Source: an optimization exercise on an open RTL-to-GDS flow (aim: small area). Production flows keep margins and buffers that such runs may drop. Only simulation tests tie the RTL to the original design; equivalence was not proved. Power and IR drop assume default switching activity.

Setup of v35:
==> flow/design.v <==
module controller (
   input  logic [5:0] op,
   input  logic [5:0] func,
   output logic       regdst,
   output logic       link,
   output logic       alusrc,
   output logic       expand,
   output logic [4:0] code
);
   always_comb begin
      regdst = 1'b0;
      link   = 1'b0;
      alusrc = 1'b0;
      expand = 1'b0;
      code   = '0;
      case (op)
         6'h00: begin
            if (func == 6'h08) begin
               code[2] = 1'b1;
            end else begin
               regdst  = 1'b1;
               code[1] = 1'b1;
            end
         end
         6'h02: code[0] = 1'b1;
         6'h03: begin
            link      = 1'b1;
            code[1:0] = 2'b11;
         end
         6'h04, 6'h05: begin
            expand  = 1'b1;
            code[3] = 1'b1;
         end
         6'h08, 6'h09: begin
            alusrc  = 1'b1;
            expand  = 1'b1;
            code[1] = 1'b1;
         end
         6'h0C, 6'h0D: begin
            alusrc  = 1'b1;
            code[1] = 1'b1;
         end
         6'h20, 6'h21, 6'h23, 6'h24, 6'h25: begin
            alusrc    = 1'b1;
            expand    = 1'b1;
            code[4]   = 1'b1;
            code[2]   = !op[2];
            code[1:0] = {op[1] & op[0], !op[1] & op[0]};
         end
         6'h28, 6'h29, 6'h2B: begin
            alusrc    = 1'b1;
            expand    = 1'b1;
            code[4]   = 1'b1;
            code[3]   = 1'b1;
            code[1:0] = {op[1] & op[0], !op[1] & op[0]};
         end
         default: begin
         end
      endcase
   end
endmodule
module regfile_bypass (
   input  logic [4:0]     ra,
   input  logic           adv,
   input  logic           we,
   input  logic [4:0]     wa,
   input  logic [31:0]    wd,
   input  logic [31:0]    q,
   input  logic [1023:32] regs_flat,
   output logic [31:0]    rd
);
   logic        byp;
   logic [32:0] sel;
   assign byp = we && (wa == ra) && (ra != '0);
   rf_sel_dec u_dec (.ra (ra), .adv (adv), .byp (byp), .sel (sel));
   for (genvar b = 0; b < 32; b++) begin : g_bit
      logic [32:0] col;
      assign col[0]  = wd[b];
      for (genvar i = 1; i < 32; i++) begin : g_col
         assign col[i] = regs_flat[32*i + b];
      end
      assign col[32] = q[b];
      rf_read_bit u_bit (
         .sel (sel),
         .d   (col),
         .y   (rd[b])
      );
   end
endmodule
module rf_read_bit (
   input  logic [32:0] sel,
   input  logic [32:0] d,
   output logic        y
);
   logic [10:0] n;
   for (genvar k = 0; k < 11; k++) begin : g_aoi
      rf_aoi222 u_aoi (
         .a0 (sel[3*k]),   .b0 (d[3*k]),
         .a1 (sel[3*k+1]), .b1 (d[3*k+1]),
         .a2 (sel[3*k+2]), .b2 (d[3*k+2]),
         .y  (n[k])
      );
   end
   assign y = !(&n);
endmodule
module rf_aoi222 (
   input  logic a0, b0, a1, b1, a2, b2,
   output logic y
);
   assign y = !((a0 && b0) || (a1 && b1) || (a2 && b2));
endmodule
module rf_sel_dec (
   input  logic [4:0]  ra,
   input  logic        adv,
   input  logic        byp,
   output logic [32:0] sel
);
   always_comb begin
      sel[0] = adv && byp;
      for (int i = 1; i < 32; i++) begin
         sel[i] = adv && (ra == 5'(i)) && !byp;
      end
      sel[32] = !adv;
   end
endmodule
module decode_stage_pipe (
   input  logic        clock,
   input  logic        reset,
   input  logic        id_valid,
   output logic        id_ready,
   input  logic [5:0]  op,
   input  logic [5:0]  func,
   input  logic [4:0]  rs,
   input  logic [4:0]  rt,
   input  logic [4:0]  rd,
   input  logic [15:0] imm,
   input  logic        wb_en,
   input  logic [4:0]  wb_addr,
   input  logic [31:0] wb_data,
   input  logic        flush,
   input  logic        ex_ready,
   output logic        ex_valid,
   output logic [31:0] ex_alu_data_1,
   output logic [31:0] ex_alu_data_2,
   output logic [31:0] ex_reg_data_2,
   output logic [31:0] ex_expand_imm,
   output logic [4:0]  ex_rw,
   output logic [10:0] ex_ctrl
);
   logic        regdst;
   logic        link;
   logic        alusrc;
   logic        expand;
   logic [4:0]  code;
   logic [31:0] rs_data;
   logic [31:0] rt_data;
   logic [4:0]  rw;
   logic        advance;
   logic        hz;
   logic        rw_nz;
   logic        ex_valid_q;
   logic [31:0] ex_a1_q;
   logic [31:0] ex_rt_q;
   logic [15:0] ex_imm_q;
   logic        ex_sign_q;
   logic        ex_alusrc_q;
   logic [4:0]  ex_rw_q;
   logic [4:0]  ex_c_q;
   logic [31:0]    regs [1:31];
   logic [31:1]    rf_we;
   logic [31:0]    rf_wd;
   logic [1023:32] regs_flat;
   always_comb begin
      for (int i = 1; i < 32; i++) begin
         rf_we[i] = !reset || (wb_en && (wb_addr == 5'(i)));
         regs_flat[32*i +: 32] = regs[i];
      end
   end
   assign rf_wd = reset ? wb_data : '0;
   always_ff @(posedge clock) begin
      for (int i = 1; i < 32; i++) begin
         if (rf_we[i]) regs[i] <= rf_wd;
      end
   end
   regfile_bypass u_rd1 (
      .ra        (rs),
      .adv       (advance),
      .we        (wb_en),
      .wa        (wb_addr),
      .wd        (wb_data),
      .q         (ex_a1_q),
      .regs_flat (regs_flat),
      .rd        (rs_data)
   );
   regfile_bypass u_rd2 (
      .ra        (rt),
      .adv       (advance),
      .we        (wb_en),
      .wa        (wb_addr),
      .wd        (wb_data),
      .q         (ex_rt_q),
      .regs_flat (regs_flat),
      .rd        (rt_data)
   );
   controller u_ctrl (
      .op     (op),
      .func   (func),
      .regdst (regdst),
      .link   (link),
      .alusrc (alusrc),
      .expand (expand),
      .code   (code)
   );
   assign rw = regdst ? rd : (link ? 5'd31 : rt);
   assign rw_nz    = (ex_rw_q != '0);
   assign hz       = ex_valid_q && ex_c_q[4] && !ex_c_q[3] && rw_nz &&
                     ((ex_rw_q == rs) || (ex_rw_q == rt));
   assign advance  = !ex_valid_q || ex_ready;
   assign id_ready = reset && (flush || (advance && !hz));
   always_ff @(posedge clock) begin
      if (!reset || flush) begin
         ex_valid_q <= 1'b0;
      end else if (advance) begin
         ex_valid_q <= id_valid && !hz;
      end
   end
   always_ff @(posedge clock) begin
      ex_a1_q <= rs_data;
      ex_rt_q <= rt_data;
   end
   always_ff @(posedge clock) begin
      if (advance) begin
         ex_imm_q    <= imm;
         ex_sign_q   <= expand && imm[15];
         ex_alusrc_q <= alusrc;
         ex_rw_q     <= rw;
         ex_c_q      <= code;
      end
   end
   logic [31:0] ext_imm;
   assign ext_imm = {{16{ex_sign_q}}, ex_imm_q};
   assign ex_valid      = ex_valid_q;
   assign ex_alu_data_1 = ex_a1_q;
   assign ex_alu_data_2 = ex_alusrc_q ? ext_imm : ex_rt_q;
   assign ex_reg_data_2 = ex_rt_q;
   assign ex_expand_imm = ext_imm;
   assign ex_rw         = ex_rw_q;
   logic v, m;
   assign v = ex_valid_q;
   assign m = ex_c_q[4];
   assign ex_ctrl[10] = v && rw_nz && (m ? !ex_c_q[3] : ex_c_q[1]);
   assign ex_ctrl[9]  = v && !m && ex_c_q[3];
   assign ex_ctrl[8]  = v && m && !ex_c_q[3];
   assign ex_ctrl[7]  = v && m && ex_c_q[3];
   assign ex_ctrl[6]  = v && m && !ex_c_q[3];
   assign ex_ctrl[5]  = v && !m && ex_c_q[2];
   assign ex_ctrl[4]  = v && m && ex_c_q[2];
   assign ex_ctrl[3]  = v && m && ex_c_q[1];
   assign ex_ctrl[2]  = v && m && ex_c_q[0];
   assign ex_ctrl[1]  = v && !m && ex_c_q[1] && ex_c_q[0];
   assign ex_ctrl[0]  = v && !m && ex_c_q[0];
endmodule
export LEC_CHECK = 0
export CAP_MARGIN = 20
export CORE_MARGIN = 2
export CORE_UTILIZATION = 55
export CTS_BUF_LIST = sky130_fd_sc_hd__clkbuf_8
export CTS_CLUSTER_DIAMETER = 80
export CTS_CLUSTER_SIZE = 16
export SLEW_MARGIN = 20
export SYNTH_HIERARCHICAL = 1
export BUFFER_PORTS_ARGS = -buffer_cell sky130_fd_sc_hd__buf_1
export CTS_ARGS = -sink_clustering_enable -repair_clock_nets -dont_use_dummy_load -buf_list {sky130_fd_sc_hd__clkbuf_8} -sink_clustering_size 16 -sink_clustering_max_diameter 80
create_clock -name core_clock -period 5.0 [get_ports {clock}]
standard.sh (not shown) runs the stock make flow with config.mk's settings and CLKGATE_MAP_FILE= SYNTH_SCRIPT=/design/flow/synth_recipe.tcl, a recipe that flattens the netlist after the stock synthesis.
==> flow/flow/run.sh <==
#!/bin/bash
# Own flow: the standard layout (standard.sh) with two changes to how it is made:
#  - the port buffers that buffer_ports inserts are buf_1 cells;
#  - CTS does not add dummy loads.
# Each step's full output goes to ORFS's own logs under orfs/logs; make's output to make.log.
set -euo pipefail
cat >> config.mk <<'EOC'
export BUFFER_PORTS_ARGS = -buffer_cell sky130_fd_sc_hd__buf_1
export CTS_ARGS = -sink_clustering_enable -repair_clock_nets -dont_use_dummy_load -buf_list {sky130_fd_sc_hd__clkbuf_8} -sink_clustering_size 16 -sink_clustering_max_diameter 80
EOC
bash standard.sh > make.log 2>&1
Relative to v35, the following input files were edited for v16:
==> flow/design.v, changed modules only <==
module regfile_bypass (
   input  logic [4:0]     ra,
   input  logic           adv,
   input  logic           we,
   input  logic [4:0]     wa,
   input  logic [31:0]    wd,
   input  logic [31:0]    q,
   input  logic [1023:32] regs_flat,
   output logic [31:0]    rd
);
   logic        byp;
   logic [32:0] sel_lo, sel_hi;
   assign byp = we && (wa == ra) && (ra != '0);
   rf_sel_dec u_dec_lo (.ra (ra), .adv (adv), .byp (byp), .sel (sel_lo));
   rf_sel_dec u_dec_hi (.ra (ra), .adv (adv), .byp (byp), .sel (sel_hi));
   for (genvar b = 0; b < 32; b++) begin : g_bit
      logic [32:0] col;
      assign col[0]  = wd[b];
      for (genvar i = 1; i < 32; i++) begin : g_col
         assign col[i] = regs_flat[32*i + b];
      end
      assign col[32] = q[b];
      rf_read_bit u_bit (
         .sel (b < 16 ? sel_lo : sel_hi),
         .d   (col),
         .y   (rd[b])
      );
   end
endmodule
Notes after the runs:
v16 ended with every stage complete and zero timing, DRC or antenna violations. Compared with v35, v16 shows wire length per cell that has gone down slightly. Clock latency reported for the late side of the worst-skew pair: v16 higher than v35. Relative to v35, number of antenna violations at the first check in global routing has gone up in v16. Diff v35 -> v16: die extent in y climbed about 0.75%, final cell count climbed about 3.7%, non-clock buffer count climbed 47, power per cell area dropped 6.7 nW/µm². Internal power consumption: v35 vs v16 — no meaningful difference. Compared with v35, v16 ends up with more cell area. v16 ended up with a lower achievable clock frequency than v35 did.

afterwards: timing with drivers on the ports:
Ports are ideal in the flow. The routed layouts listed here were re-timed in OpenROAD.
Step 1, drivers: a clkbuf_16 drives clock and a buf_2 each remaining input, both assumed.
Step 2 also shifts input and output timing later by t, the mid clock arrival at the registers, as if the neighbouring blocks saw the same clock.
Slacks: ideal ports / drivers / drivers and shift; pairs: ideal ports / drivers.
run | t, ns | slack for setup (ns) | hold slack, ns
v35 | 0.774 | 0.993 / 1.041 / 0.266 | 0.450 / 0.400 / 0.597
v16 | 0.765 | 0.980 / 0.968 / 0.203 | 0.414 / 0.384 / 0.599
After both steps setup and hold are still met in every run listed. The setup slack of v16, which loses most, moves by -0.012 ns with the drivers and by -0.777 ns with both steps.
